Background: an optimization exercise with open tools, aiming at small area, a short achievable clock period and few clock cycles per item. Do not read the settings as production practice. Function was checked by simulation only, so behaviour that the tests miss may differ from the original. Power figures rest on the tool's default switching activity, not on a simulated workload.

[design/flow/design.v]
package ffa_pkg;
    localparam logic OP_ALLOC = 1'b0;
    localparam logic OP_FREE  = 1'b1;
    localparam logic [1:0] ST_ALLOCATED = 2'd0;
    localparam logic [1:0] ST_NO_FIT    = 2'd1;
    localparam logic [1:0] ST_FREED     = 2'd2;
    localparam logic [1:0] ST_NOT_FOUND = 2'd3;
    localparam int BYTES_W = 10;
endpackage
import ffa_pkg::*;
module first_fit_block_allocator
#(
    parameter int ARENA_BYTES  = 1024,
    parameter int ALIGN_BYTES  = 16,
    parameter int HEADER_BYTES = 16
)
(
    input  logic                clk,
    input  logic                rst_n,
    input  logic                req_valid,
    output logic                req_stall,
    input  logic                operation,
    input  logic [BYTES_W-1:0]  request_bytes,
    input  logic [BYTES_W-1:0]  free_offset,
    output logic                rsp_valid,
    input  logic                rsp_stall,
    output logic [1:0]          status,
    output logic [BYTES_W-1:0]  data_offset
);
    localparam int N = 64;
    function automatic [2:0] low8(input logic [7:0] v);
        logic [2:0] k;
        k = 3'd7;
        for (int i = 6; i >= 0; i--)
            if (v[i])
                k = 3'(i);
        low8 = k;
    endfunction
    function automatic [N:0] dec_eq(input logic en, input logic [6:0] v);
        logic [8:0] heq;
        logic [7:0] leq;
        logic [N:0] eq;
        for (int a = 0; a < 9; a++)
            heq[a] = en && (v[6:3] == 4'(a));
        for (int b = 0; b < 8; b++)
            leq[b] = (v[2:0] == 3'(b));
        for (int x = 0; x <= N; x++)
            eq[x] = heq[x / 8] & leq[x % 8];
        dec_eq = eq;
    endfunction
    logic       ir_valid;
    logic       ir_op;
    logic [6:0] ir_arg;      
    logic [5:0] ir_c1;       
    logic [5:0] ir_c2;
    logic       ir_rz;       
    logic       sk_valid;    
    logic       proc;
    logic [6:0] arg_in, r_in;
    logic [5:0] c1_in, c2_in;
    assign r_in = {1'b0, request_bytes[9:4]} + {6'd0, |request_bytes[3:0]};
    always_comb
    begin
        if (operation == OP_FREE)
            arg_in = {(free_offset[3:0] == 4'd0) && (free_offset[9:4] != 6'd0),
                      free_offset[9:4] - 6'd1};
        else
            arg_in = r_in + 7'd1;
        for (int j = 0; j < 6; j++)
        begin
            c1_in[j] = (r_in >> (j + 1)) != 7'd0;
            c2_in[j] = c1_in[j] & r_in[j];
        end
    end
    assign req_stall = ir_valid & sk_valid;
    assign proc      = ir_valid & ~sk_valid;
    always_ff @(posedge clk or negedge rst_n)
    begin
        if (!rst_n)
            ir_valid <= 1'b0;
        else if (!req_stall)
            ir_valid <= req_valid;
    end
    always_ff @(posedge clk)
    begin
        if (!req_stall)
        begin
            ir_op  <= operation;
            ir_arg <= arg_in;
            ir_c1  <= c1_in;
            ir_c2  <= c2_in;
            ir_rz  <= (r_in == 7'd0);
        end
    end
    logic [N-1:0] fr;
    logic [1:0]   fr_e;      
    logic [N-2:1] fr_m;      
    assign fr = {fr_e[1], fr_m, fr_e[0]};
    logic [N-1:1] st_r;
    logic [N+1:0] st;        
    assign st = {2'b11, st_r, 1'b1};
    logic         p_valid;
    logic [5:0]   p_g;
    logic [6:0]   p_m;
    logic [N:0]   p_eq_g, p_eq_h;
    assign p_eq_g = dec_eq(p_valid, {1'b0, p_g});
    logic [3:0]   p_lsum;
    logic [4:0]   p_hsum;
    logic [9:0]   p_hoh;
    logic [7:0]   p_loh;
    assign p_lsum = {1'b0, p_g[2:0]} + {1'b0, p_m[2:0]};
    assign p_hsum = {2'b0, p_g[5:3]} + {1'b0, p_m[6:3]};
    always_comb
    begin
        for (int a = 0; a < 10; a++)
            p_hoh[a] = p_valid && (p_lsum[3] ? ((a > 0) && (p_hsum == 5'(a - 1)))
                                             : (p_hsum == 5'(a)));
        for (int b = 0; b < 8; b++)
            p_loh[b] = (p_lsum[2:0] == 3'(b));
        for (int x = 0; x <= N; x++)
            p_eq_h[x] = p_hoh[x / 8] & p_loh[x % 8];
    end
    logic [N-1:0] p_split, fr_t, st_t, fs_t;
    always_comb
    begin
        for (int x = 0; x < N; x++)
        begin
            p_split[x] = p_eq_h[x] & ~st[x] & ~st[x+1];
            fr_t[x]    = (fr[x] & ~p_eq_g[x] & ~p_eq_h[x+1] & ~(p_eq_h[x] & ~st[x] & st[x+1]))
                         | p_split[x];
            st_t[x]    = st[x] | p_split[x];
            fs_t[x]    = (st[x] & fr[x] & ~p_eq_g[x]) | p_split[x];
        end
    end
    logic [N-1:0] f [7];
    always_comb
    begin
        f[0] = ~st[N:1];
        for (int j = 0; j < 5; j++)
            f[j+1] = f[j] & ((f[j] >> (1 << j)) | {N{~ir_c1[j]}})
                          & ((f[j] >> (2 << j)) | {N{~ir_c2[j]}});
        f[6] = f[5] & {N{~ir_c1[5]}};
    end
    logic [N-1:0] a_win;
    logic [7:0]   a_grp;
    logic [2:0]   a_lo [8];
    logic [2:0]   a_hi;
    logic         a_fit;
    logic [5:0]   a_g;
    assign a_win = fs_t & (f[6] | {N{ir_rz}});
    always_comb
    begin
        for (int a = 0; a < 8; a++)
        begin
            a_grp[a] = |a_win[8*a +: 8];
            a_lo[a]  = low8(a_win[8*a +: 8]);
        end
    end
    logic [7:0] a_gh;
    always_comb
    begin
        for (int a = 0; a < 8; a++)
            a_gh[a] = a_grp[a] && ((a_grp & ((8'd1 << a) - 8'd1)) == 8'd0);
        a_hi = '0;
        a_g  = '0;
        for (int a = 0; a < 8; a++)
        begin
            a_hi = a_hi | ({3{a_gh[a]}} & 3'(a));
            a_g  = a_g  | ({6{a_gh[a]}} & {3'(a), a_lo[a]});
        end
    end
    assign a_fit = |a_grp;
    logic         do_free;
    logic [N-1:0] f_eq, f_blk;
    assign do_free = proc & (ir_op == OP_FREE);
    logic [N:0]   f_eq_x;
    assign f_eq_x = dec_eq(do_free & ir_arg[6], {1'b0, ir_arg[5:0]});
    assign f_eq   = f_eq_x[N-1:0];
    always_comb
    begin
        f_blk = '0;
        f_blk[0] = f_eq[0];
        for (int x = 1; x < N; x++)
            f_blk[x] = (f_eq[x] & st[x]) | (f_blk[x-1] & ~st[x]);
    end
    logic [N-1:0] fr_f;
    logic         f_found;
    assign fr_f    = fr_t | f_blk;
    assign f_found = |(st_t & f_eq);
    always_ff @(posedge clk or negedge rst_n)
    begin
        if (!rst_n)
        begin
            fr_e      <= 2'b11;
            st_r      <= '0;
            p_valid   <= 1'b0;
        end
        else
        begin
            fr_e      <= {fr_f[N-1], fr_f[0]};
            st_r    <= st_t[N-1:1] & ~(fr_f[N-1:1] & fr_f[N-2:0]);
            p_valid <= proc & (ir_op == OP_ALLOC) & a_fit;
        end
    end
    always_ff @(posedge clk)
        fr_m <= fr_f[N-2:1];
    always_ff @(posedge clk)
    begin
        p_g <= a_g;
        p_m <= ir_arg;
    end
    logic [1:0] n_st;
    always_comb
    begin
        if (ir_op == OP_FREE)
            n_st = f_found ? ST_FREED : ST_NOT_FOUND;
        else
            n_st = a_fit ? ST_ALLOCATED : ST_NO_FIT;
    end
    logic       take;
    logic       rv_reg;
    logic [1:0] q_v;
    logic       q_wp, q_rp;
    logic [1:0] q_st [2];
    logic [5:0] q_g  [2];
    assign take     = rv_reg & ~rsp_stall;
    assign sk_valid = &q_v;
    always_ff @(posedge clk or negedge rst_n)
    begin
        if (!rst_n)
        begin
            rv_reg <= 1'b0;
            q_v    <= 2'b00;
            q_wp   <= 1'b0;
            q_rp   <= 1'b0;
        end
        else
        begin
            for (int i = 0; i < 2; i++)
                q_v[i] <= (q_v[i] & ~(take & (q_rp == 1'(i)))) | (proc & (q_wp == 1'(i)));
            if (proc)
                q_wp <= ~q_wp;
            if (take)
                q_rp <= ~q_rp;
            rv_reg <= take ? (q_v[~q_rp] | proc) : (rv_reg | proc);
        end
    end
    always_ff @(posedge clk)
    begin
        for (int i = 0; i < 2; i++)
            if (q_wp == 1'(i) && !q_v[i])
            begin
                q_st[i] <= n_st;
                q_g[i]  <= a_g;
            end
    end
    assign rsp_valid   = rv_reg;
    assign status      = q_st[q_rp];
    assign data_offset = (q_st[q_rp] == ST_ALLOCATED) ? {q_g[q_rp] + 6'd1, 4'd0} : '0;
endmodule
[design/flow/run.sh]
#!/bin/bash
# synth_recipe.tcl (not shown) runs the flow's synth.tcl, then flattens the netlist and writes it again
# the make line also repeats each setting of config.mk as NAME=value (left out here)
make -C /OpenROAD-flow-scripts/flow DESIGN_CONFIG=/design/flow/config.mk WORK_HOME=/design/flow/orfs CLKGATE_MAP_FILE= SYNTH_SCRIPT=/design/flow/synth_recipe.tcl finish
[design/flow/config.mk]
export PLATFORM = sky130hd
export DESIGN_NAME = first_fit_block_allocator
export DESIGN_NICKNAME = first_fit_block_allocator
export VERILOG_FILES = /design/flow/design.v
export SDC_FILE = /design/flow/constraint.sdc
export NUM_CORES = 4
export LEC_CHECK = 0
export CAP_MARGIN = 20
export CORE_MARGIN = 2
export CORE_UTILIZATION = 40
export GPL_TIMING_DRIVEN = 0
export SETUP_SLACK_MARGIN = 0.8
export SLEW_MARGIN = 20
[design/flow/constraint.sdc]
create_clock -name core_clock -period 5.0 [get_ports {clk}]
set_input_delay 1.0000 -clock core_clock [delete_from_list [all_inputs] [get_ports {clk}]]
set_output_delay 1.0000 -clock core_clock [all_outputs]
set_load 0.01 [all_outputs]
==> results by group, run 1 <==
Status
  – Outcome: finished clean

Global routing
  – Via count of the first global-routing pass: 22087
  – Antenna violations before repair: 6
  – Overall track demand over capacity in global routing: 48.3%
  – Largest net degree at the start of global routing: 45
  – Global-route wire length before repair: 162000 um
  – Residual overflow from global routing: 0

Logic synthesis
  – Post-synthesis cell area: 17900 um2
  – Share of the synthesized area in the top cell type: 9.77%
  – Number of synthesized flops with an enable pin: 36
  – Share of the yosys chip area belonging to registers: 24.5%
  – Count of mapped cells out of synthesis: 2331
  – Number of flip-flops and latches in the synthesized netlist: 183
  – Mean cell area of the mapped netlist: 7.69 um2
  – Most area-consuming cells after synthesis: sky130_fd_sc_hd__dfrtp_1 (9.8%), sky130_fd_sc_hd__dfxtp_1 (8.4%), sky130_fd_sc_hd__a21oi_1 (7.0%), sky130_fd_sc_hd__edfxtp_1 (6.0%), sky130_fd_sc_hd__o21ai_0 (5.1%)
  – Synth warnings: 5
  – Dominant synthesized flop cell: sky130_fd_sc_hd__dfxtp_1
  – Library cells used by synthesis: 115
  – Proportion of register bits with asynchronous set or reset after synthesis: 39.3%
  – Largest area contributor in the synthesized netlist: sky130_fd_sc_hd__dfrtp_1

Final layout
  – Number of non-filler instances in the completed layout: 3119
  – Register area: 4400 um2
  – Proportion of layout cells with a drive suffix above 1: 24.6%
  – Final instance area: 22800 um2
  – Area added between synthesis and finish: 27.0%
  – Registers with the highest flip-flop counts: st_r x63, fr_m x62, q_g x12
  – Multi-input logic area: 14100 um2
  – Most flops, register: st_r
  – Max reg flops: 63
  – Final nets: 2552
  – Fillers: 4273

Worst setup path
  – Launching element of the worst setup path: ir_c2[0]$_DFFE_PN_
  – Crit-path max FO: 10
  – Worst path cell trace: buf_6 > buf_6 > a221o_1 > a221o_1 > a221o_2 > a211oi_4 > o21bai_1 > a31oi_2 > o31a_1 > nand4_4 > nor2_4 > a311oi_2 > o2111ai_2 > buf_6
  – R2r endpoint: q_g[1][1]$_DFFE_PP_
  – Kind of start point of the critical path: flop
  – Critical path capture point type: flop
  – Max stage delay cell, worst path: sky130_fd_sc_hd__a221o_2
  – Startpoint of the worst-slack reg-to-reg timing path: ir_c2[0]$_DFFE_PN_
  – Worst endpoint required time: 5.24 ns
  – Kind of cell adding the most delay to the critical path: compound AO/OA/AOI/OAI gates
  – Crit path kind: flop to flop
  – Buffers & Inverters on Critical Path: 3
  – Number of logic stages on the critical path including buffering: 14
  – Worst setup endpoint: q_g[1][1]$_DFFE_PP_
  – Internal reg-to-reg setup slack: 0.45 ns
  – Delay contributed by the slowest stage of the critical path: 0.50 ns
  – Worst reg2reg path depth: 14
  – Cell repeated most along the worst path: sky130_fd_sc_hd__buf_6
  – Data arrival at the endpoint of the critical path: 4.78 ns

Placed design
  – Count of input and output buffers: 32
  – Cell count after placement: 2965
  – Detailed placer's ending HPWL: 87300 um
  – Global placer's final weighted congestion: 1.15
  – Area of placed instances: 19100 um2

Clocking
  – Post-cts hold buffer count: 0
  – Clock buffer count from CTS: 17
  – Source-to-sink clock delay at the later pin of the worst-skew pair: 0.48 ns
  – Clock transition at the registers of the reported paths: 0.08 ns
  – CTS Root Cell: sky130_fd_sc_hd__clkbuf_16
  – Total number of clock tree sinks: 183
  – CTS tree: yes
  – Number of H-tree levels: 4
  – Maximum buffer depth of the clock tree: 2

Floorplanning
  – Top Ports: 39
  – DIE AREA: 46500 um2
  – Initial core utilization: 40.6%
  – Standard cell core area: 44200 um2
  – Vert. Die Dim: 216 um
  – Placement row count: 77
  – Overall die width: 216 um

Timing
  – Rel. slew slack: 21.4%
  – Transition time of the tightest slew-check pin: 1.18 ns
  – Total negative slack for setup checks: 0 ns
  – Setup repair after global routing missed its margin: yes
  – Upper clock frequency limit: 0.220 GHz
  – Final setup skew: 0.0112 ns
  – Share of the clock period used by the worst path after layout: 90.9%
  – Setup violation total in the final timing report: 0
  – Final min period: 4.55 ns
  – Fin. max-slew vios: 0
  – Final Hold Viols: 0

Drt
  – First-pass detailed-route iteration total: 10
  – Drt wl/cell: 37.2 um
  – Post-route ant nets: 0
  – Average via count per standard cell: 7.65
  – Total Routed Length: 116000 um
  – Detailed-route DRC error count: 0
  – Detailed-route via count: 23875
  – Number of DRC markers in iteration 0: 4211

Flow run
  – Number of max-cap violations: 0

Hold path
  – Instance count along the most critical hold path: 0
  – Path category of the worst min-delay check: flop to flop

Pwr
  – Power per Cell Area: 613 nW/um2
  – Max VDD drop: 0.399 mV
  – Pleak: 8.24 nW
-- area by class of cell --
type                            instances  area share, %
Multi-Input combinational cell       1867           62.0
Sequential cell                       183           19.3
Timing Repair Buffer                  159           6.61
Buffer                                227           5.50
Tap cell                              592           3.25
Clock buffer                           19           1.90
Inverter                               57          0.939
Clock inverter                         13          0.494
Antenna cell                            2         0.0220
-- Yosys cell counts, types with 41 or more instances --
master and number:
sky130_fd_sc_hd__inv_1 53, sky130_fd_sc_hd__nor2_1 174, sky130_fd_sc_hd__nand2_1 149, sky130_fd_sc_hd__a31oi_1 46, sky130_fd_sc_hd__o211ai_1 53, sky130_fd_sc_hd__o21ai_0 184
sky130_fd_sc_hd__nand3_1 64, sky130_fd_sc_hd__clkbuf_1 158, sky130_fd_sc_hd__a211oi_1 41, sky130_fd_sc_hd__a221o_1 59, sky130_fd_sc_hd__a221oi_1 54, sky130_fd_sc_hd__dfxtp_1 75
sky130_fd_sc_hd__dfrtp_1 70, sky130_fd_sc_hd__a21oi_1 252, sky130_fd_sc_hd__nor3_1 70
-- layer usage --
| layer | vias up | wire [um] | global-route usage, % |
|---|---|---|---|
| li1 | 9607 | - | - |
| met1 | 11456 | 41200 | 58.1 |
| met2 | 2191 | 47000 | 70.0 |
| met3 | 615 | 16200 | 16.5 |
| met4 | 6 | 11700 | 39.0 |
| met5 | - | 41 | 0 |
-- layout by cell type, fill, tap and decap left out, types with 17 or more instances in the layout --
| master | netlist | final |
|---|---|---|
| sky130_fd_sc_hd__a221oi_4 | 1 | 32 |
| sky130_fd_sc_hd__clkdlybuf4s50_1 | 0 | 31 |
| sky130_fd_sc_hd__a21oi_1 | 252 | 239 |
| sky130_fd_sc_hd__o21a_1 | 28 | 28 |
| sky130_fd_sc_hd__o221ai_1 | 30 | 20 |
| sky130_fd_sc_hd__nand2_1 | 149 | 141 |
| sky130_fd_sc_hd__clkbuf_2 | 0 | 41 |
| sky130_fd_sc_hd__o21ai_1 | 7 | 17 |
| sky130_fd_sc_hd__dfxtp_1 | 75 | 69 |
| sky130_fd_sc_hd__o22ai_1 | 39 | 37 |
| sky130_fd_sc_hd__or2_2 | 23 | 23 |
| sky130_fd_sc_hd__nor2_1 | 174 | 168 |
| sky130_fd_sc_hd__a211oi_1 | 41 | 29 |
| sky130_fd_sc_hd__dfrtp_1 | 70 | 70 |
| sky130_fd_sc_hd__nor4_1 | 20 | 17 |
| sky130_fd_sc_hd__a21o_1 | 33 | 32 |
| sky130_fd_sc_hd__o211ai_1 | 53 | 53 |
| sky130_fd_sc_hd__edfxtp_1 | 36 | 36 |
| sky130_fd_sc_hd__a221o_2 | 17 | 32 |
| sky130_fd_sc_hd__a221o_1 | 59 | 43 |
| sky130_fd_sc_hd__o221ai_2 | 15 | 19 |
| sky130_fd_sc_hd__o31ai_1 | 21 | 19 |
| sky130_fd_sc_hd__and2_1 | 20 | 18 |
| sky130_fd_sc_hd__nand3b_1 | 17 | 17 |
| sky130_fd_sc_hd__clkbuf_16 | 0 | 20 |
| sky130_fd_sc_hd__a211o_1 | 17 | 17 |
| sky130_fd_sc_hd__buf_6 | 6 | 26 |
| sky130_fd_sc_hd__a221oi_1 | 54 | 17 |
| sky130_fd_sc_hd__a31oi_1 | 46 | 39 |
| sky130_fd_sc_hd__nor3_1 | 70 | 61 |
| sky130_fd_sc_hd__inv_1 | 53 | 53 |
| sky130_fd_sc_hd__nand3_1 | 64 | 57 |
| sky130_fd_sc_hd__clkbuf_1 | 158 | 102 |
| sky130_fd_sc_hd__buf_2 | 38 | 34 |
| sky130_fd_sc_hd__or3_1 | 29 | 27 |
| sky130_fd_sc_hd__a221oi_2 | 27 | 33 |
| sky130_fd_sc_hd__o21ai_0 | 184 | 170 |
| sky130_fd_sc_hd__nand2b_1 | 23 | 21 |
| sky130_fd_sc_hd__buf_4 | 18 | 119 |
-- worst min path at each step --
stage	startpoint	end	slack [ns]
floorplan	ir_arg[0]$_DFFE_PN_	p_m[0]$_DFF_P_	0.34
global placement	ir_arg[2]$_DFFE_PN_	p_m[2]$_DFF_P_	0.37
detailed placement	ir_arg[2]$_DFFE_PN_	p_m[2]$_DFF_P_	0.37
CTS	ir_arg[2]$_DFFE_PN_	p_m[2]$_DFF_P_	0.38
global route	ir_arg[0]$_DFFE_PN_	p_m[0]$_DFF_P_	0.41
finish	ir_arg[0]$_DFFE_PN_	p_m[0]$_DFF_P_	0.39
-- kinds of logic after synthesis --
group                    count (synthesis)  share of synthesized area, %
AO/OA/AOI/OAI                         1113                          45.3
AND/OR/NAND/NOR                        694                          19.9
buffers and inverters                  284                          6.96
flip-flops                             183                          24.5
XOR/XNOR                                22                          1.07
multiplexers                            19                          1.12
adder cells (fa/ha/maj)                 15                          1.13
other                                    1                        0.0209
-- per-stage QoR --
step                power, mW  hold WS, ns  worst slack, ns  util [%]
global placement         10.1        0.370            -1.46      43.0
global route             14.2        0.405            0.448      51.5
CTS                      13.0        0.382            0.715      50.0
finish                   14.0        0.387            0.455      51.5
detailed placement       10.1        0.368            -1.45      43.2
floorplan                6.95        0.343             1.06         -
-- worst reg2reg max path, stage by stage, from the launching register on --
cell and delay, ns:
sky130_fd_sc_hd__edfxtp_1 0.38, sky130_fd_sc_hd__buf_6 0.16, sky130_fd_sc_hd__buf_6 0.15, sky130_fd_sc_hd__a221o_1 0.40, sky130_fd_sc_hd__a221o_1 0.45, sky130_fd_sc_hd__a221o_2 0.50
sky130_fd_sc_hd__a211oi_4 0.46, sky130_fd_sc_hd__o21bai_1 0.21, sky130_fd_sc_hd__a31oi_2 0.17, sky130_fd_sc_hd__o31a_1 0.42, sky130_fd_sc_hd__nand4_4 0.19, sky130_fd_sc_hd__nor2_4 0.08
sky130_fd_sc_hd__a311oi_2 0.38, sky130_fd_sc_hd__o2111ai_2 0.18, sky130_fd_sc_hd__buf_6 0.18
-- what timing repair did --
action	CTS	global route
setup endpoints to repair	131	48
pin swaps	76	46
setup buffers	98	19
gates cloned	0	3
gates resized for setup	326	123
-- power by group --
part	internal (mW)	switching (mW)	total (mW)
registers	2.01	0.261	2.27
clock network	0.649	0.697	1.35
logic	3.45	6.90	10.3
Testbench counts, summed over its fixed seeds: cycles 4,016, items 4,000.
==> run 2: changes to the inputs <==
--- a/design/flow/config.mk
+++ b/design/flow/config.mk
@@ -10,4 +10,4 @@
 export CORE_UTILIZATION = 40
 export GPL_TIMING_DRIVEN = 0
-export SETUP_SLACK_MARGIN = 0.8
+export SETUP_SLACK_MARGIN = 1.0
 export SLEW_MARGIN = 20
==> run 2 against run 1 <==
Still clean. Total power rose by 5.2%. Combinational power is 8% higher. Worst setup slack improved by 0.074 ns. Clock power barely moved. Via count up 1.1%. First-iteration DRC count is 5.2% higher. Sequential cell count unchanged. Sequential share of layout area fell by 0.90 points.
==> results by group, run 2 <==
Global routing
  – Largest net degree at the start of global routing: 45
  – Global-route wire length before repair: 162000 um
  – Overall track demand over capacity in global routing: 48.6%
  – Antenna violations before repair: 9
  – Residual overflow from global routing: 0
  – Via count of the first global-routing pass: 22184

Pwr
  – Sequential power share: 15.5%
  – Proportion of total power due to net switching: 55.4%
  – Max VDD drop: 0.431 mV
  – Internal power: 6.56 mW
  – Power per Cell Area: 615 nW/um2
  – Clk network pwr share: 9.2%
  – Pleak: 8.69 nW
  – Net switching power: 8.13 mW
  – Share of power burned in combinational logic: 75.3%
  – Total Power: 14.7 mW

Status
  – Outcome: finished clean

Worst setup path
  – Crit-path max FO: 6
  – Launching element of the worst setup path: ir_c2[0]$_DFFE_PN_
  – Worst reg2reg path depth: 14
  – Startpoint of the worst-slack reg-to-reg timing path: ir_c2[0]$_DFFE_PN_
  – Crit path kind: flop to flop
  – Worst setup endpoint: q_g[1][1]$_DFFE_PP_
  – Internal reg-to-reg setup slack: 0.53 ns
  – R2r endpoint: q_g[1][1]$_DFFE_PP_
  – Max stage delay cell, worst path: sky130_fd_sc_hd__a221oi_2
  – Data arrival at the endpoint of the critical path: 4.71 ns
  – Delay contributed by the slowest stage of the critical path: 0.53 ns
  – Kind of start point of the critical path: flop
  – Worst endpoint required time: 5.24 ns
  – Worst path cell trace: buf_8 > buf_8 > clkbuf_16 > a221o_2 > a221oi_2 > o221ai_2 > a221oi_2 > o21ai_0 > o22ai_1 > o21ai_0 > and4b_1 > a311oi_2 > o2111ai_2 > buf_6
  – Critical path capture point type: flop

Floorplanning
  – DIE AREA: 46500 um2
  – Top Ports: 39
  – Overall die width: 216 um
  – Standard cell core area: 44200 um2
  – Initial core utilization: 40.6%
  – Vert. Die Dim: 216 um
  – Placement row count: 77

Logic synthesis
  – Number of synthesized flops with an enable pin: 36
  – Largest area contributor in the synthesized netlist: sky130_fd_sc_hd__dfrtp_1
  – Synth warnings: 5
  – Count leader, synth: sky130_fd_sc_hd__a21oi_1
  – Most area-consuming cells after synthesis: sky130_fd_sc_hd__dfrtp_1 (9.8%), sky130_fd_sc_hd__dfxtp_1 (8.4%), sky130_fd_sc_hd__a21oi_1 (7.0%), sky130_fd_sc_hd__edfxtp_1 (6.0%), sky130_fd_sc_hd__o21ai_0 (5.1%)
  – Post-synthesis cell area: 17900 um2
  – Dominant synthesized flop cell: sky130_fd_sc_hd__dfxtp_1
  – Top post-synthesis cells by count: sky130_fd_sc_hd__a21oi_1 (252), sky130_fd_sc_hd__o21ai_0 (184), sky130_fd_sc_hd__nor2_1 (174), sky130_fd_sc_hd__clkbuf_1 (158), sky130_fd_sc_hd__nand2_1 (149)
  – Mean cell area of the mapped netlist: 7.69 um2
  – Number of flip-flops and latches in the synthesized netlist: 183
  – Share of the synthesized area in the top cell type: 9.77%
  – Share of the yosys chip area belonging to registers: 24.5%
  – Library cells used by synthesis: 115
  – Proportion of register bits with asynchronous set or reset after synthesis: 39.3%
  – Count of mapped cells out of synthesis: 2331

Drt
  – Drt wl/cell: 36.8 um
  – First-pass detailed-route iteration total: 9
  – Detailed-route DRC error count: 0
  – Average via count per standard cell: 7.60
  – Wl on met1: 42000 um
  – Met3 WL post-DR: 15700 um
  – Routed length on met2: 47200 um
  – Detailed-route via count: 24127
  – Post-route ant nets: 0
  – Top layer used by detailed routing: met5
  – Total Routed Length: 117000 um
  – Number of DRC markers in iteration 0: 4431

Timing
  – Upper clock frequency limit: 0.224 GHz
  – Final min period: 4.47 ns
  – Fin. max-slew vios: 0
  – Share of the clock period used by the worst path after layout: 89.4%
  – Rel. slew slack: 19.8%
  – Transition time of the tightest slew-check pin: 1.20 ns
  – Setup repair after global routing missed its margin: yes
  – Final setup skew: 0.0110 ns
  – Setup violation total in the final timing report: 0
  – Final Hold Viols: 0

Final layout
  – Registers with the highest flip-flop counts: st_r x63, fr_m x62, q_g x12
  – Max reg flops: 63
  – Final nets: 2605
  – Most flops, register: st_r
  – Most used cells in the layout excluding fill and tap cells: sky130_fd_sc_hd__a21oi_1 (234), sky130_fd_sc_hd__nor2_1 (167), sky130_fd_sc_hd__o21ai_0 (163), sky130_fd_sc_hd__buf_4 (160), sky130_fd_sc_hd__nand2_1 (140)
  – Area added between synthesis and finish: 33.2%
  – Proportion of layout cells with a drive suffix above 1: 28.6%
  – Final instance area: 23900 um2
  – Commonest non-fill, non-tap cell in the layout: sky130_fd_sc_hd__a21oi_1
  – Fillers: 4177

Clocking
  – CTS tree: yes
  – Clock transition at the registers of the reported paths: 0.07 ns
  – Post-cts hold buffer count: 0
  – CTS Root Cell: sky130_fd_sc_hd__clkbuf_16
  – Maximum buffer depth of the clock tree: 2
  – Clock buffer count from CTS: 17
  – Total number of clock tree sinks: 183
  – Number of H-tree levels: 4
  – Source-to-sink clock delay at the later pin of the worst-skew pair: 0.49 ns

Flow run
  – Number of max-cap violations: 0

Placed design
  – Detailed placer's ending HPWL: 87300 um
  – Global placer's final weighted congestion: 1.15
  – Count of input and output buffers: 32
  – Area of placed instances: 19100 um2

Hold path
  – Path category of the worst min-delay check: flop to flop
[run 2: cell counts after synthesis]
Identical to the previous run, type by type.
[run 2: worst min-delay path by stage]
stage | start | endpoint | slack [ns] | cells after the start
2_1_floorplan | ir_arg[0]$_DFFE_PN_ | p_m[0]$_DFF_P_ | 0.34 | 0
3_3_place_gp | ir_arg[2]$_DFFE_PN_ | p_m[2]$_DFF_P_ | 0.37 | 0
3_5_place_dp | ir_arg[2]$_DFFE_PN_ | p_m[2]$_DFF_P_ | 0.37 | 0
4_1_cts | ir_arg[2]$_DFFE_PN_ | p_m[2]$_DFF_P_ | 0.38 | 0
5_1_grt | ir_arg[0]$_DFFE_PN_ | p_m[0]$_DFF_P_ | 0.41 | 0
6_report | ir_arg[0]$_DFFE_PN_ | p_m[0]$_DFF_P_ | 0.39 | 0
[run 2: repair_timing]
action / 4_1_cts / 5_1_grt
setup endpoints to repair: 140 / 96
setup buffers: 108 / 59
resized for setup: 336 / 250
pin swaps: 83 / 59
cloned: 0 / 6
[run 2: area by class of cell]
| cell class | count | area (um2) | area share (%) |
|---|---|---|---|
| multi-input combinational | 1867 | 14600 | 61.2 |
| sequential | 183 | 4400 | 18.4 |
| timing repair buffer | 212 | 2010 | 8.42 |
| buffer | 227 | 1340 | 5.60 |
| tap | 592 | 741 | 3.10 |
| clock buffer | 19 | 433 | 1.81 |
| inverter | 57 | 218 | 0.911 |
| clock inverter | 13 | 113 | 0.471 |
| antenna | 4 | 10.0 | 0.0419 |
[run 2: critical path: cells and delay by family (launching register included)]
family / cells / cell delay [ns]
AND/OR/NAND/NOR: 1 / 0.24
buffers and inverters: 4 / 0.67
AO/OA/AOI/OAI: 9 / 2.91
flip-flops: 1 / 0.40
[run 2: power groups by stage]
stage	logic [mW]	registers, mW	clock network, mW
4_1_cts	9.43	2.25	1.34
5_1_grt	11.3	2.31	1.39
3_5_place_dp	7.80	2.30	0
3_3_place_gp	7.80	2.29	0
6_report	11.1	2.28	1.35
2_1_floorplan	4.78	2.17	0
[run 2: cells by family after synthesis]
logic type      count (synthesis)  synth area share [%]
buf+inv                       284                  6.96
flops                         183                  24.5
simple gates                  694                  19.9
fa+ha+maj                      15                  1.13
mux                            19                  1.12
xor+xnor                       22                  1.07
compound gates               1113                  45.3
other cells                     1                0.0209
[run 2: through the flow]
step	instances	hold WS, ns	util [%]	setup WS [ns]	setup TNS (ns)
floorplan	2334	0.343	-	1.06	0
global placement	2958	0.370	43.0	-1.46	-38.62
detailed placement	2965	0.368	43.2	-1.45	-20.70
CTS	3105	0.382	50.3	0.715	0
global route	3170	0.405	54.0	0.421	0
finish	3174	0.386	54.0	0.529	0
[run 2: per-layer routing]
layer	vias up	global-route usage, %
met5	-	0.313
met4	4	40.7
met3	662	18.0
met2	2136	69.2
met1	11583	57.8
li1	9742	-
==> run 3: changes to the inputs <==
--- a/design/flow/config.mk
+++ b/design/flow/config.mk
@@ -10,4 +10,4 @@
 export CORE_UTILIZATION = 40
 export GPL_TIMING_DRIVEN = 0
-export SETUP_SLACK_MARGIN = 1.0
+export SETUP_SLACK_MARGIN = 1.3
 export SLEW_MARGIN = 20
==> run 3 against run 2 <==
Register-to-register slack got worse by 0.18 ns. Via count fell by 1.9%. Synthesized area did not move. Total power fell by 3.6%. Sequential power barely moved. Worst setup slack got worse by 0.18 ns. Clock-buffer cell count fell by 1. Clock skew rose by 0.0069 ns. Worst hold slack got worse by 0.0098 ns. Critical path type unchanged. Highest routed layer is now met4.
==> results by group, run 3 <==
Status
  – Outcome: finished clean

Worst setup path
  – Critical path capture point type: flop
  – Delay contributed by the slowest stage of the critical path: 0.59 ns
  – Worst path cell trace: buf_4 > inv_2 > buf_2 > buf_2 > o221ai_4 > a211oi_4 > buf_2 > o221ai_1 > o22ai_2 > a2111oi_2 > nand3b_1 > nor4_4 > buf_4 > nand3_4 > o211ai_1 > buf_4
  – Max stage delay cell, worst path: sky130_fd_sc_hd__o221ai_4
  – Worst endpoint required time: 5.33 ns
  – Kind of start point of the critical path: flop
  – Kind of cell adding the most delay to the critical path: compound AO/OA/AOI/OAI gates
  – Crit path kind: flop to flop
  – Crit-path max FO: 10
  – Buffers & Inverters on Critical Path: 7
  – Data arrival at the endpoint of the critical path: 4.98 ns

Flow run
  – Number of max-cap violations: 0

Drt
  – Number of DRC markers in iteration 0: 3989
  – Drt wl/cell: 37.1 um
  – Total Routed Length: 115000 um
  – Average via count per standard cell: 7.61
  – Post-route ant nets: 0
  – Detailed-route via count: 23669
  – Detailed-route DRC error count: 0
  – First-pass detailed-route iteration total: 9

Floorplanning
  – Standard cell core area: 44200 um2
  – Placement row count: 77
  – Vert. Die Dim: 216 um
  – DIE AREA: 46500 um2
  – Initial core utilization: 40.6%
  – Top Ports: 39
  – Overall die width: 216 um

Placed design
  – Detailed placer's ending HPWL: 86600 um
  – Global placer's final weighted congestion: 1.15
  – Count of input and output buffers: 32

Timing
  – Fin. max-slew vios: 0
  – Total negative slack for setup checks: 0 ns
  – Transition time of the tightest slew-check pin: 1.28 ns
  – Final Hold Viols: 0
  – Setup violation total in the final timing report: 0
  – Final setup skew: 0.0178 ns
  – Share of the clock period used by the worst path after layout: 93.0%
  – Rel. slew slack: 14.6%
  – Upper clock frequency limit: 0.215 GHz
  – Final min period: 4.65 ns
  – Setup repair after global routing missed its margin: yes

Logic synthesis
  – Share of the synthesized area in the top cell type: 9.77%
  – Largest area contributor in the synthesized netlist: sky130_fd_sc_hd__dfrtp_1
  – Post-synthesis cell area: 17900 um2
  – Count of mapped cells out of synthesis: 2331
  – Proportion of register bits with asynchronous set or reset after synthesis: 39.3%
  – Number of flip-flops and latches in the synthesized netlist: 183
  – Dominant synthesized flop cell: sky130_fd_sc_hd__dfxtp_1
  – Mean cell area of the mapped netlist: 7.69 um2
  – Top post-synthesis cells by count: sky130_fd_sc_hd__a21oi_1 (252), sky130_fd_sc_hd__o21ai_0 (184), sky130_fd_sc_hd__nor2_1 (174), sky130_fd_sc_hd__clkbuf_1 (158), sky130_fd_sc_hd__nand2_1 (149)
  – Count leader, synth: sky130_fd_sc_hd__a21oi_1
  – Number of synthesized flops with an enable pin: 36
  – Library cells used by synthesis: 115
  – Synth warnings: 5
  – Share of the yosys chip area belonging to registers: 24.5%
  – Most area-consuming cells after synthesis: sky130_fd_sc_hd__dfrtp_1 (9.8%), sky130_fd_sc_hd__dfxtp_1 (8.4%), sky130_fd_sc_hd__a21oi_1 (7.0%), sky130_fd_sc_hd__edfxtp_1 (6.0%), sky130_fd_sc_hd__o21ai_0 (5.1%)

Clocking
  – Clock transition at the registers of the reported paths: 0.08 ns
  – CTS tree: yes
  – Total number of clock tree sinks: 183
  – CTS Root Cell: sky130_fd_sc_hd__clkbuf_16
  – Maximum buffer depth of the clock tree: 2
  – Clock buffer count from CTS: 17
  – Number of H-tree levels: 4
  – Source-to-sink clock delay at the later pin of the worst-skew pair: 0.49 ns

Final layout
  – Final nets: 2544
  – Most flops, register: st_r
  – Fillers: 4256
  – Max reg flops: 63
  – Most used cells in the layout excluding fill and tap cells: sky130_fd_sc_hd__a21oi_1 (236), sky130_fd_sc_hd__nor2_1 (168), sky130_fd_sc_hd__o21ai_0 (161), sky130_fd_sc_hd__nand2_1 (143), sky130_fd_sc_hd__buf_4 (128)
  – Area added between synthesis and finish: 29.0%
  – End-of-flow core utilization: 52.3%
  – Commonest non-fill, non-tap cell in the layout: sky130_fd_sc_hd__a21oi_1
  – Proportion of layout cells with a drive suffix above 1: 26.3%
  – Registers with the highest flip-flop counts: st_r x63, fr_m x62, q_g x12

Global routing
  – Global-route wire length before repair: 159000 um
  – Residual overflow from global routing: 0
  – Via count of the first global-routing pass: 21638
  – Largest net degree at the start of global routing: 42
  – Overall track demand over capacity in global routing: 47.7%
  – Antenna violations before repair: 3

Hold path
  – Path category of the worst min-delay check: flop to flop

Pwr
  – Power per Cell Area: 612 nW/um2
  – Max VDD drop: 0.426 mV
  – Pleak: 8.39 nW
-- run 3: cell counts after synthesis --
Identical to the previous run, type by type.
-- run 3: metrics by stage --
stage / hold slack [ns] / total power [mW] / cells / setup slack (ns) / instance area (um2)
after floorplan: 0.343 / 6.99 / 2334 / 1.20 / 18000
after global placement: 0.359 / 10.1 / 2958 / -1.81 / 19100
after detailed placement: 0.363 / 10.2 / 2965 / -1.94 / 19200
after CTS: 0.379 / 13.1 / 3080 / 0.580 / 22400
after global routing: 0.395 / 14.4 / 3109 / 0.309 / 23100
final: 0.376 / 14.2 / 3111 / 0.351 / 23100
-- run 3: where the power goes --
part	switching [mW]	internal [mW]	total, mW
Combinational	7.02	3.48	10.5
Sequential	0.266	2.01	2.27
Clock	0.700	0.702	1.40
Total	7.98	6.18	14.2
-- run 3: layer usage --
layer  global-route usage, %  share of wire [%]
met1                    56.8                 35
met2                    68.5                 40
met3                    17.9                 14
met4                    38.8                 10
met5                       0                  0
-- run 3: cell families after synthesis --
| logic type | Yosys count | synth area share [%] |
|---|---|---|
| buffers and inverters | 284 | 6.96 |
| multiplexers | 19 | 1.12 |
| AO/OA/AOI/OAI | 1113 | 45.3 |
| other | 1 | 0.0209 |
| XOR/XNOR | 22 | 1.07 |
| AND/OR/NAND/NOR | 694 | 19.9 |
| flip-flops | 183 | 24.5 |
| adder cells (fa/ha/maj) | 15 | 1.13 |
-- run 3: layout make-up --
class                           instances  area, um2  share of cell area (%)
Clock buffer                           18        429                    1.85
Sequential cell                       183       4390                    19.0
Inverter                               57        214                   0.925
Antenna cell                            2       5.00                  0.0216
Timing Repair Buffer                  151       1380                    5.96
Multi-Input combinational cell       1867      14600                    62.9
Tap cell                              592        741                    3.20
Clock inverter                         14        146                   0.633
Buffer                                227       1280                    5.52
-- run 3: worst paths after layout --
| path | from | to | slack (ns) | depth (start not counted) |
|---|---|---|---|---|
| worst max register to register | ir_c2[2]$_DFFE_PN_ | q_g[1][3]$_DFFE_PP_ | 0.35 | 16 |
| worst min-delay path | ir_arg[2]$_DFFE_PN_ | p_m[2]$_DFF_P_ | 0.38 | 0 |
| min in group asynchronous | rst_n | st_r[2]$_DFF_PN0_ | 0.41 | 1 |
| worst min register to register | ir_arg[2]$_DFFE_PN_ | p_m[2]$_DFF_P_ | 0.38 | 0 |
| worst max-delay path | ir_c2[2]$_DFFE_PN_ | q_g[1][3]$_DFFE_PP_ | 0.35 | 16 |
| max in group asynchronous | rst_n | fr_e[1]$_DFF_PN1_ | 3.93 | 2 |
-- run 3: what timing repair did --
| item | CTS | global route |
|---|---|---|
| hold buffers | 0 | 0 |
| gates cloned | 0 | 3 |
| buffers inserted | 83 | 26 |
| pin swaps | 61 | 42 |
| endpoints found under the setup margin | 147 | 76 |
| gates resized for setup | 378 | 138 |
==> run 4: changes to the inputs <==
--- a/design/flow/design.v
+++ b/design/flow/design.v
@@ -54,4 +54,6 @@
     logic [5:0] ir_c1;       
     logic [5:0] ir_c2;
+    logic [1:0] ir_n1;       
+    logic [1:0] ir_n2;
     logic       ir_rz;       
     logic       sk_valid;    
@@ -90,4 +92,6 @@
             ir_c1  <= c1_in;
             ir_c2  <= c2_in;
+            ir_n1  <= ~c1_in[1:0];
+            ir_n2  <= ~c2_in[1:0];
             ir_rz  <= (r_in == 7'd0);
         end
@@ -137,5 +141,8 @@
     begin
         f[0] = ~st[N:1];
-        for (int j = 0; j < 5; j++)
+        for (int j = 0; j < 2; j++)
+            f[j+1] = f[j] & ((f[j] >> (1 << j)) | {{N/2{ir_n1[j]}}, {N/2{~ir_c1[j]}}})
+                          & ((f[j] >> (2 << j)) | {{N/2{ir_n2[j]}}, {N/2{~ir_c2[j]}}});
+        for (int j = 2; j < 5; j++)
             f[j+1] = f[j] & ((f[j] >> (1 << j)) | {N{~ir_c1[j]}})
                           & ((f[j] >> (2 << j)) | {N{~ir_c2[j]}});
--- a/design/flow/config.mk
+++ b/design/flow/config.mk
@@ -10,4 +10,4 @@
 export CORE_UTILIZATION = 40
 export GPL_TIMING_DRIVEN = 0
-export SETUP_SLACK_MARGIN = 1.3
+export SETUP_SLACK_MARGIN = 0.65
 export SLEW_MARGIN = 20
==> run 4 against run 3 <==
Via count increased by 5.0%. Total power decreased by 19%. Still clean. Worst setup slack improved by 0.055 ns. Register-to-register slack improved by 0.06 ns. Largest power group unchanged. Combinational power decreased by 26%. Final cell count increased by 4.9%. Worst hold slack improved by 0.13 ns. First-iteration DRC count decreased by 7.5%.
==> results by group, run 4 <==
Placed design
  – Cell count after placement: 3136
  – Area of placed instances: 19900 um2
  – Count of input and output buffers: 32
  – Global placer's final weighted congestion: 1.18
  – Detailed placer's ending HPWL: 93000 um

Pwr
  – Max VDD drop: 0.351 mV
  – Clk network pwr share: 11.9%
  – Net switching power: 6.41 mW
  – Total Power: 11.4 mW
  – Sequential power share: 20.0%
  – Power per Cell Area: 497 nW/um2
  – Internal power: 5.00 mW
  – Pleak: 8.66 nW
  – Proportion of total power due to net switching: 56.2%
  – Share of power burned in combinational logic: 68.1%

Worst setup path
  – Data arrival at the endpoint of the critical path: 4.93 ns
  – Kind of start point of the critical path: flop
  – Worst endpoint required time: 5.34 ns
  – Launching element of the worst setup path: p_valid$_DFF_PN0_
  – Critical path capture point type: flop
  – Crit-path max FO: 10
  – Startpoint of the worst-slack reg-to-reg timing path: p_valid$_DFF_PN0_
  – Delay contributed by the slowest stage of the critical path: 0.47 ns
  – Crit path kind: flop to flop
  – Max stage delay cell, worst path: sky130_fd_sc_hd__nor3b_4
  – Worst path cell trace: buf_2 > nor2b_1 > nand2_1 > o21ai_0 > o32ai_2 > o21a_1 > a221oi_2 > nor3b_4 > buf_4 > nand3_4 > nor3b_2 > or3b_1 > nand4_1 > buf_6

Drt
  – Detailed-route via count: 24842
  – Average via count per standard cell: 7.62
  – Total Routed Length: 122000 um
  – Number of DRC markers in iteration 0: 3689
  – Post-route ant nets: 0
  – Drt wl/cell: 37.5 um
  – First-pass detailed-route iteration total: 9
  – Detailed-route DRC error count: 0

Clocking
  – Source-to-sink clock delay at the later pin of the worst-skew pair: 0.48 ns
  – Clock transition at the registers of the reported paths: 0.08 ns
  – CTS tree: yes
  – Clock buffer count from CTS: 17
  – Number of H-tree levels: 4
  – Maximum buffer depth of the clock tree: 2
  – Total number of clock tree sinks: 187
  – CTS Root Cell: sky130_fd_sc_hd__clkbuf_16

Logic synthesis
  – Mean cell area of the mapped netlist: 7.52 um2
  – Number of flip-flops and latches in the synthesized netlist: 187
  – Share of the synthesized area in the top cell type: 9.37%
  – Dominant synthesized flop cell: sky130_fd_sc_hd__dfxtp_1
  – Post-synthesis cell area: 18700 um2
  – Top post-synthesis cells by count: sky130_fd_sc_hd__a21oi_1 (217), sky130_fd_sc_hd__o21ai_0 (203), sky130_fd_sc_hd__nor2_1 (190), sky130_fd_sc_hd__nand2_1 (167), sky130_fd_sc_hd__clkbuf_1 (150)
  – Largest area contributor in the synthesized netlist: sky130_fd_sc_hd__dfrtp_1
  – Share of the yosys chip area belonging to registers: 24.1%
  – Proportion of register bits with asynchronous set or reset after synthesis: 38.5%
  – Synth warnings: 5
  – Count leader, synth: sky130_fd_sc_hd__a21oi_1
  – Library cells used by synthesis: 120
  – Count of mapped cells out of synthesis: 2487
  – Number of synthesized flops with an enable pin: 40
  – Most area-consuming cells after synthesis: sky130_fd_sc_hd__dfrtp_1 (9.4%), sky130_fd_sc_hd__dfxtp_1 (8.0%), sky130_fd_sc_hd__edfxtp_1 (6.4%), sky130_fd_sc_hd__a21oi_1 (5.8%), sky130_fd_sc_hd__o21ai_0 (5.4%)

Final layout
  – Fillers: 4581
  – Area added between synthesis and finish: 22.9%
  – End-of-flow core utilization: 49.6%
  – Register area: 4510 um2
  – Commonest non-fill, non-tap cell in the layout: sky130_fd_sc_hd__a21oi_1
  – Most flops, register: st_r
  – Final instance area: 23000 um2
  – Final nets: 2676
  – Registers with the highest flip-flop counts: st_r x63, fr_m x62, q_g x12
  – Most used cells in the layout excluding fill and tap cells: sky130_fd_sc_hd__a21oi_1 (199), sky130_fd_sc_hd__o21ai_0 (194), sky130_fd_sc_hd__nor2_1 (184), sky130_fd_sc_hd__nand2_1 (158), sky130_fd_sc_hd__buf_4 (100)
  – Max reg flops: 63
  – Proportion of layout cells with a drive suffix above 1: 21.2%
  – Multi-input logic area: 14600 um2
  – Number of non-filler instances in the completed layout: 3262

Global routing
  – Largest net degree at the start of global routing: 40
  – Via count of the first global-routing pass: 22984
  – Residual overflow from global routing: 0
  – Global-route wire length before repair: 170000 um
  – Overall track demand over capacity in global routing: 49.7%
  – Antenna violations before repair: 7

Floorplanning
  – Vert. Die Dim: 220 um
  – Standard cell core area: 46400 um2
  – Top Ports: 39
  – Overall die width: 220 um
  – Initial core utilization: 40.3%
  – Placement row count: 79
  – DIE AREA: 48500 um2

Timing
  – Final setup skew: 0.0174 ns
  – Worst hold slack: 0.506 ns
  – Share of the clock period used by the worst path after layout: 91.9%
  – Transition time of the tightest slew-check pin: 1.25 ns
  – Setup repair after global routing missed its margin: yes
  – Setup violation total in the final timing report: 0
  – Rel. slew slack: 16.5%
  – Upper clock frequency limit: 0.218 GHz
  – Final Hold Viols: 0
  – Fin. max-slew vios: 0
  – Final min period: 4.59 ns

Status
  – Outcome: finished clean

Hold path
  – Path category of the worst min-delay check: input port to async pin

Flow run
  – Number of max-cap violations: 0
## run 4: cell types whose count changed in the layout (fill, tap and decap cells not counted), sizes merged, moves of 17 or more
| cell | delta |
|---|---|
| a221oi | -43 |
| nor2 | +17 |
| buf | -34 |
| o21ai | +20 |
| nand2 | +17 |
| nor3 | +24 |
| nor2b | +59 |
| inv | +20 |
| o31ai | +54 |
| nand3 | +18 |
| a21oi | -36 |
| o211ai | -21 |
| a31oi | +28 |
## run 4: final cells by class
cell class / instances / area share [%]
inverter: 71 / 1.19
antenna: 6 / 0.0654
buffer: 216 / 4.87
tap: 607 / 3.31
timing repair buffer: 127 / 4.88
sequential: 187 / 19.6
clock buffer: 17 / 1.85
multi-input combinational: 2016 / 63.6
clock inverter: 15 / 0.561
## run 4: repair_timing
item                                    4_1_cts  5_1_grt
resized for setup                           282      123
setup buffers                                61       27
endpoints found under the setup margin       77       53
pin swaps                                    47       25
hold buffers                                  0        0
## run 4: worst paths after layout
| check | to | slack, ns | depth (start not counted) |
|---|---|---|---|
| worst max-delay path | q_g[0][0]$_DFFE_PP_ | 0.41 | 14 |
| worst min-delay path | st_r[11]$_DFF_PN0_ | 0.51 | 1 |
| worst max register to register | q_g[0][0]$_DFFE_PP_ | 0.41 | 14 |
| worst min register to register | q_wp$_DFFE_PN0N_ | 0.54 | 1 |
| max in group asynchronous | st_r[62]$_DFF_PN0_ | 3.84 | 2 |
| min in group core_clock | q_wp$_DFFE_PN0N_ | 0.54 | 1 |
## run 4: worst max-delay path, delay by kind of cell, from the launching register on
family,cells,cell delay (ns)
flops,1,0.44
simple gates,7,2.18
compound gates,4,1.18
buf+inv,3,0.63
## run 4: kinds of logic (layout without fill, tap and decap cells)
family          count (synthesis)  after routing  synth area share (%)
compound gates               1120           1120                  42.4
simple gates                  842            842                  24.0
buf+inv                       287            446                  6.68
flops                         187            187                  24.1
xor+xnor                       20             20                 0.937
fa+ha+maj                      15             15                  1.08
mux                            15             15                 0.857
other cells                     1             10                0.0201
## run 4: layer usage
metal	GRT usage, %	vias to the layer above	part of all wire [%]
met3	19.1	671	14
li1	-	10089	-
met2	71.8	2190	41
met1	58.5	11890	36
met5	0	-	0.011
met4	40.6	2	9.9
## run 4: stage by stage
stage,setup slack (ns),setup TNS (ns)
after floorplan,0.929,0
after global placement,-1.46,-43.34
after detailed placement,-1.37,-22.27
after CTS,0.619,0
after global routing,0.419,0
final,0.407,0
## run 4: power by group through the flow
| stage | registers [mW] | logic [mW] | clock network, mW |
|---|---|---|---|
| floorplan | 2.17 | 3.72 | 0 |
| global placement | 2.30 | 6.22 | 0 |
| detailed placement | 2.31 | 6.24 | 0 |
| CTS | 2.26 | 7.01 | 1.36 |
| global route | 2.31 | 7.86 | 1.41 |
| finish | 2.28 | 7.78 | 1.36 |
Testbench counts of run 4, summed over its fixed seeds: cycles 4,016, items 4,000.
==> run 5: changes to the inputs <==
--- a/design/flow/config.mk
+++ b/design/flow/config.mk
@@ -10,4 +10,4 @@
 export CORE_UTILIZATION = 40
 export GPL_TIMING_DRIVEN = 0
-export SETUP_SLACK_MARGIN = 0.65
+export SETUP_SLACK_MARGIN = 0.8
 export SLEW_MARGIN = 20
==> run 5 against run 4 <==
Register-to-register slack barely moved. Die area is the same. Total power up 1.7%. Worst setup slack got worse by 0.0062 ns. Critical path type unchanged.
==> results by group, run 5 <==
Clocking
  – Post-cts hold buffer count: 0
  – Number of H-tree levels: 4
  – CTS Root Cell: sky130_fd_sc_hd__clkbuf_16
  – CTS tree: yes
  – Source-to-sink clock delay at the later pin of the worst-skew pair: 0.48 ns
  – Clock buffer count from CTS: 17
  – Maximum buffer depth of the clock tree: 2
  – Total number of clock tree sinks: 187
  – Clock transition at the registers of the reported paths: 0.08 ns

Floorplanning
  – DIE AREA: 48500 um2
  – Placement row count: 79
  – Vert. Die Dim: 220 um
  – Top Ports: 39
  – Overall die width: 220 um
  – Standard cell core area: 46400 um2
  – Initial core utilization: 40.3%

Drt
  – Total Routed Length: 124000 um
  – Drt wl/cell: 37.6 um
  – Post-route ant nets: 0
  – Average via count per standard cell: 7.61
  – Detailed-route via count: 25012
  – Detailed-route DRC error count: 0
  – Number of DRC markers in iteration 0: 3884
  – First-pass detailed-route iteration total: 7

Flow run
  – Number of max-cap violations: 0

Worst setup path
  – Worst reg2reg path depth: 15
  – Worst endpoint required time: 5.23 ns
  – Critical path capture point type: flop
  – Kind of start point of the critical path: flop
  – Kind of cell adding the most delay to the critical path: buffers and inverters
  – Crit path kind: flop to flop
  – Crit-path max FO: 10
  – Max stage delay cell, worst path: sky130_fd_sc_hd__a31oi_1
  – Worst path cell trace: clkbuf_2 > inv_1 > nand2_1 > buf_2 > nor2_4 > a31oi_1 > a21oi_1 > nor2_1 > nand4_1 > nand2_1 > a21oi_1 > mux2_2 > a22oi_2 > nand4_1 > buf_6
  – Data arrival at the endpoint of the critical path: 4.83 ns
  – Number of logic stages on the critical path including buffering: 15
  – Buffers & Inverters on Critical Path: 4
  – Delay contributed by the slowest stage of the critical path: 0.63 ns

Global routing
  – M1 GR Usage: 58.8%
  – Most used routing layer in global routing: met2
  – Global-route wire length before repair: 171000 um
  – Overall track demand over capacity in global routing: 49.9%
  – Residual overflow from global routing: 0
  – Largest net degree at the start of global routing: 40
  – Antenna violations before repair: 5
  – Met3 demand-to-capacity share in global routing: 19.0%
  – Global Route met2 Usage: 72.4%
  – Via count of the first global-routing pass: 23253

Timing
  – Rel. slew slack: 8.15%
  – Final setup skew: 0.0156 ns
  – Upper clock frequency limit: 0.217 GHz
  – Transition time of the tightest slew-check pin: 1.38 ns
  – Final worst setup slack: 0.401 ns
  – Setup violation total in the final timing report: 0
  – Share of the clock period used by the worst path after layout: 92.0%
  – Setup repair after global routing missed its margin: yes
  – Fin. max-slew vios: 0
  – Final Hold Viols: 0
  – Total negative slack for setup checks: 0 ns
  – Final min period: 4.60 ns

Logic synthesis
  – Top post-synthesis cells by count: sky130_fd_sc_hd__a21oi_1 (217), sky130_fd_sc_hd__o21ai_0 (203), sky130_fd_sc_hd__nor2_1 (190), sky130_fd_sc_hd__nand2_1 (167), sky130_fd_sc_hd__clkbuf_1 (150)
  – Share of the yosys chip area belonging to registers: 24.1%
  – Count leader, synth: sky130_fd_sc_hd__a21oi_1
  – Largest area contributor in the synthesized netlist: sky130_fd_sc_hd__dfrtp_1
  – Dominant synthesized flop cell: sky130_fd_sc_hd__dfxtp_1
  – Count of mapped cells out of synthesis: 2487
  – Most area-consuming cells after synthesis: sky130_fd_sc_hd__dfrtp_1 (9.4%), sky130_fd_sc_hd__dfxtp_1 (8.0%), sky130_fd_sc_hd__edfxtp_1 (6.4%), sky130_fd_sc_hd__a21oi_1 (5.8%), sky130_fd_sc_hd__o21ai_0 (5.4%)
  – Number of flip-flops and latches in the synthesized netlist: 187
  – Post-synthesis cell area: 18700 um2
  – Share of the synthesized area in the top cell type: 9.37%
  – Proportion of register bits with asynchronous set or reset after synthesis: 38.5%
  – Library cells used by synthesis: 120
  – Number of synthesized flops with an enable pin: 40
  – Synth warnings: 5
  – Mean cell area of the mapped netlist: 7.52 um2

Pwr
  – Power per Cell Area: 494 nW/um2
  – Max VDD drop: 0.369 mV
  – Proportion of total power due to net switching: 55.9%
  – Share of power burned in combinational logic: 68.6%
  – Clk network pwr share: 11.7%
  – Pleak: 8.85 nW
  – Sequential power share: 19.7%
  – Net switching power: 6.48 mW
  – Internal power: 5.12 mW

Final layout
  – Area added between synthesis and finish: 25.6%
  – Proportion of layout cells with a drive suffix above 1: 23.3%
  – Number of non-filler instances in the completed layout: 3287
  – Max reg flops: 63
  – Registers with the highest flip-flop counts: st_r x63, fr_m x62, q_g x12
  – Final nets: 2700
  – Most used cells in the layout excluding fill and tap cells: sky130_fd_sc_hd__a21oi_1 (200), sky130_fd_sc_hd__o21ai_0 (190), sky130_fd_sc_hd__nor2_1 (184), sky130_fd_sc_hd__nand2_1 (158), sky130_fd_sc_hd__buf_4 (125)
  – Most flops, register: st_r
  – Commonest non-fill, non-tap cell in the layout: sky130_fd_sc_hd__a21oi_1

Placed design
  – Detailed placer's ending HPWL: 93000 um
  – Count of input and output buffers: 32
  – Global placer's final weighted congestion: 1.18
  – Cell count after placement: 3136
  – Worst setup timing slack at the placement stage: -1.37 ns

Hold path
  – Path category of the worst min-delay check: flop to flop
  – Instance count along the most critical hold path: 0

Status
  – Outcome: finished clean
==> run 5: layout make-up <==
cell class	count	area [um2]
Multi-Input combinational cell	2016	14900
Inverter	71	274
Timing Repair Buffer	151	1330
Buffer	216	1180
Clock inverter	15	129
Fill cell	4538	22900
Antenna cell	7	17.5
Clock buffer	17	425
Tap cell	607	759
Sequential cell	187	4510
==> run 5: kinds of logic after synthesis <==
logic type / share of synthesized area, %
AOI/OAI and AO/OA: 42.4
xor gates and xnor gates: 0.937
adders and majority gates: 1.08
buffers and inverters: 6.68
DFF: 24.1
muxes: 0.857
other: 0.0201
and+or+nand+nor: 24.0
==> run 5: path summary, 6_finish.rpt <==
check / to / startpoint / slack [ns]
max: q_g[0][0]$_DFFE_PP_ / ir_c1[5]$_DFFE_PN_ / 0.40
min: p_m[3]$_DFF_P_ / ir_arg[3]$_DFFE_PN_ / 0.50
max reg2reg: q_g[0][0]$_DFFE_PP_ / ir_c1[5]$_DFFE_PN_ / 0.40
min reg2reg: p_m[3]$_DFF_P_ / ir_arg[3]$_DFFE_PN_ / 0.50
max in group asynchronous: st_r[62]$_DFF_PN0_ / rst_n / 3.83
min in group asynchronous: st_r[11]$_DFF_PN0_ / rst_n / 0.51
==> run 5: through the flow <==
step | util [%] | hold WS [ns] | instance area, um2 | power (mW)
finish | 50.7 | 0.504 | 23500 | 11.6
global route | 50.6 | 0.505 | 23500 | 11.8
CTS | 49.1 | 0.524 | 22700 | 10.8
detailed placement | 42.9 | 0.517 | 19900 | 8.56
global placement | 42.7 | 0.516 | 19800 | 8.52
floorplan | - | 0.356 | 18700 | 5.89
==> run 5: per-layer routing <==
metal | share of wire [%] | up-vias | routed length (um)
met2 | 41 | 2205 | 50200
li1 | - | 10141 | -
met5 | 0 | - | 0
met3 | 14 | 708 | 17400
met1 | 35 | 11958 | 43600
met4 | 10 | 0 | 12400
==> run 5: repair_timing <==
action                                  in CTS  in global routing
setup buffers                               87                 25
pin swaps                                   60                 33
endpoints found under the hold margin        0                  0
endpoints found under the setup margin      99                 53
gates resized for setup                    338                133
==> run 5: worst reg2reg max path: cells and delay by family, from the launching register on <==
family,cells,cell delay (ns)
simple gates,6,1.21
buf+inv,4,1.44
flops,1,0.34
mux,1,0.35
compound gates,4,1.02
==> run 5: power groups by stage <==
stage / clock network (mW) / registers (mW) / logic [mW]
finish: 1.36 / 2.28 / 7.96
global route: 1.41 / 2.30 / 8.04
CTS: 1.36 / 2.26 / 7.15
detailed placement: 0 / 2.31 / 6.24
global placement: 0 / 2.30 / 6.22
floorplan: 0 / 2.17 / 3.72

-- port drivers added, routing unchanged --
How much do the figures lean on ideal ports? The routed layouts below were timed once more, with nothing changed but the port constraints.
Step 1: set_driving_cell puts a clkbuf_16 on clk and a buf_2 on each other input, an assumption about the parent block.
Step 2 moves the port delays by t, midway between the first and last clock arrival at a register: inputs arrive t later, outputs are due t later. That takes back most of the time a late clock gives input paths.
Three values: no drivers, after step 1, after step 2; two values: the first two.
run | shift t [ns] | setup WS [ns] | worst register clock-pin slew, ns | worst slew at a driven data input, ns | pins driven straight from the clock port
run 1 | 0.536 | 0.455 / 0.455 / 0.455 | 0.08 / 0.08 | 0.06 | 1
run 2 | 0.544 | 0.529 / 0.529 / 0.529 | 0.08 / 0.08 | 0.06 | 1
run 3 | 0.534 | 0.351 / 0.351 / 0.351 | 0.09 / 0.09 | 0.04 | 1
run 4 | 0.532 | 0.407 / 0.407 / 0.407 | 0.08 / 0.08 | 0.05 | 1
run 5 | 0.532 | 0.401 / 0.401 / 0.401 | 0.08 / 0.08 | 0.05 | 1
After both steps setup and hold are still met in every run listed.
